Context: an optimization exercise on an open-source flow, tuned for small area and a short achievable clock period. The choices shown serve that exercise and are no tape-out recipe.
Only simulation tests tie the RTL to the original design; equivalence was not proved.
Power figures rest on the tool's default switching activity, not on a simulated workload.

## priority_scan_encoder
module priority_scan_encoder #(
    parameter int WIDTH     = 256,
    parameter int IDXW      = $clog2(WIDTH),
    parameter bit MSB_FIRST = 1'b1
) (
    input  logic              clk,
    input  logic              rst_n,
    input  logic              in_valid,
    output logic              in_ready,
    input  logic [WIDTH-1:0]  in_vec,
    input  logic              abort,
    output logic              out_valid,
    input  logic              out_ready,
    output logic [IDXW-1:0]   out_index,
    output logic              out_last,
    output logic [IDXW:0]     out_remaining,
    output logic              zero_pulse
);
Size in the first run: roughly 290 flip-flops.
Settings: LEC_CHECK=0, CAP_MARGIN=20, CORE_MARGIN=2, CORE_UTILIZATION=55, CTS_BUF_LIST=sky130_fd_sc_hd__clkbuf_4 sky130_fd_sc_hd__clkbuf_8, SETUP_SLACK_MARGIN=5.0, SLEW_MARGIN=20, TNS_END_PERCENT=100; clock period 10.0 ns.
standard.sh (not shown) runs the stock make flow with config.mk's settings and CLKGATE_MAP_FILE= SYNTH_SCRIPT=/design/flow/synth_recipe.tcl, a recipe that flattens the netlist after the stock synthesis.
==> flow/flow/run.sh <==
#!/bin/bash
# The standard layout (standard.sh) with two changes:
#  * synthesis: yosys's synth runs with -noabc, so the early quick abc pass
#    does not restructure the popcount tree before full adders are extracted
#    (fewer inverters around the adder cells); everything else in the
#    synthesis script is unchanged, the final abc mapping included.
#  * port buffers are buf_2 cells (BUFFER_PORTS_ARGS) instead of the delay
#    cells the resizer picks by default.
set -euo pipefail
export SYNTH_ARGS=-noabc
export BUFFER_PORTS_ARGS="-inputs -outputs -buffer_cell sky130_fd_sc_hd__buf_2"
bash standard.sh > standard_flow.log 2>&1
The first run completed with no timing, DRC or antenna violations.
Change:
--- a/flow/config.mk
+++ b/flow/config.mk
@@ -9,6 +9,5 @@
 export CORE_MARGIN = 2
 export CORE_UTILIZATION = 55
-export CTS_BUF_LIST = sky130_fd_sc_hd__clkbuf_4 sky130_fd_sc_hd__clkbuf_8
-export SETUP_SLACK_MARGIN = 5.0
+export SETUP_SLACK_MARGIN = 4.7
 export SLEW_MARGIN = 20
 export TNS_END_PERCENT = 100
The new run ran to the end with no violations.
Core utilization fell by 1.8 points.
Combinational power fell by 6.0%.
Synthesized area stays the same.
Maximum frequency rose by 0.92%.
Sequential power stays flat.
First-iteration DRC count rose by 1.7%.
Via count fell by 3.2%.
Change:
--- a/flow/config.mk
+++ b/flow/config.mk
@@ -8,5 +8,5 @@
 export CAP_MARGIN = 20
 export CORE_MARGIN = 2
-export CORE_UTILIZATION = 55
+export CORE_UTILIZATION = 35
 export SETUP_SLACK_MARGIN = 4.7
 export SLEW_MARGIN = 20
Effect: The new run passed the timing, DRC and antenna checks; final area goes up by about 3%; critical path depth goes up by 2; clock-buffer cell count goes up by 6; sequential share of layout area goes down by 0.91 points; worst setup slack got worse by 57 ps; utilization goes down by 23 points; clock power goes up by about 5%.
Change:
--- a/flow/config.mk
+++ b/flow/config.mk
@@ -8,6 +8,6 @@
 export CAP_MARGIN = 20
 export CORE_MARGIN = 2
-export CORE_UTILIZATION = 35
-export SETUP_SLACK_MARGIN = 4.7
+export CORE_UTILIZATION = 55
+export SETUP_SLACK_MARGIN = 4.2
 export SLEW_MARGIN = 20
 export TNS_END_PERCENT = 100
Effect: Clock skew barely changes. Via count came out lower by 0.51%. Routed wire length came out lower by 12%. Critical path depth came out higher by 2. Cell count came out lower by 11%. Sequential power is about the same.

---

priority_scan_encoder again, from the RTL that the note above started with.
Settings: LEC_CHECK=0, CAP_MARGIN=20, CORE_MARGIN=2, CORE_UTILIZATION=45, CTS_BUF_LIST=sky130_fd_sc_hd__clkbuf_4 sky130_fd_sc_hd__clkbuf_8, SETUP_SLACK_MARGIN=4.7, SLEW_MARGIN=20, TNS_END_PERCENT=100; clock period 10.0 ns.
Scripts as last shown in full above: flow/flow/run.sh
Change:
Settings changed: CORE_UTILIZATION 45 to 35.
After rerunning: Worst hold slack is better by 0.036 ns; worst setup slack is worse by 0.096 ns; global-route usage decreases by 5.9 points; sequential cell count stays the same; fmax decreases by 1.7%; total power increases by 4.0%; synthesized area does not change.

---

Starting RTL as in the previous note.
clock: 10.0 ns
lec_check: 0
cap_margin: 20
core_margin: 2
core_utilization: 55
cts_buf_list: sky130_fd_sc_hd__clkbuf_4 sky130_fd_sc_hd__clkbuf_8
setup_slack_margin: 4.7
slew_margin: 20
tns_end_percent: 100
Scripts as last shown in full above: flow/flow/run.sh
Next try:
- CORE_UTILIZATION: 55 -> 70
- CTS_BUF_LIST: sky130_fd_sc_hd__clkbuf_4 sky130_fd_sc_hd__clkbuf_8 -> unset
- non-clock buffer count came out lower by 3
- critical path depth shrinks by 1
- total power goes up by 8.3%
- worst hold slack improves by 27 ps
- via count grows by 8.1%
- routed wire length goes up by 4.4%
- synthesized area is unchanged
- design area goes up by 0.79%
- first-iteration DRC count is higher by 20%
- sequential share of layout area decreases by 0.25 points
- setup slack degrades by 88 ps

re-timing with driven ports:
Ports are ideal in the flow. The routed layouts listed here were re-timed in OpenROAD.
Step 1: set_driving_cell puts a clkbuf_16 on clk and a buf_2 on each other input, an assumption about the parent block.
Step 2 adds t to the input delays and takes it off the output delays; t is the mean of the earliest and latest rising clock arrival at the registers after step 1. Input paths then give back, and output paths get back, about the clock's delay inside the block.
Slacks: ideal ports / drivers / drivers and shift; pairs: ideal ports / drivers.
| run | t (ns) | setup WS [ns] | worst setup path at the end |
|---|---|---|---|
| the first run of note 1 | 0.716 | 4.452 / 4.395 / 3.872 | input to register |
| the second run of note 1 | 0.623 | 4.503 / 4.527 / 3.910 | input to register |
| the third run of note 1 | 0.625 | 4.446 / 4.386 / 3.846 | input to register |
| the fourth run of note 1 | 0.624 | 4.216 / 4.251 / 3.627 | input to register |
| the first run of note 2 | 0.718 | 4.475 / 4.413 / 3.928 | input to register |
| the second run of note 2 | 0.726 | 4.378 / 4.321 / 3.824 | input to register |
| the first run of note 3 | 0.727 | 4.475 / 4.415 / 3.977 | input to register |
| the second run of note 3 | 0.603 | 4.387 / 4.345 / 3.805 | input to register |
After both steps setup and hold are still met in every run listed. The setup slack of the third run of note 1, which loses most, moves by -0.060 ns with the drivers and by -0.600 ns with both steps.
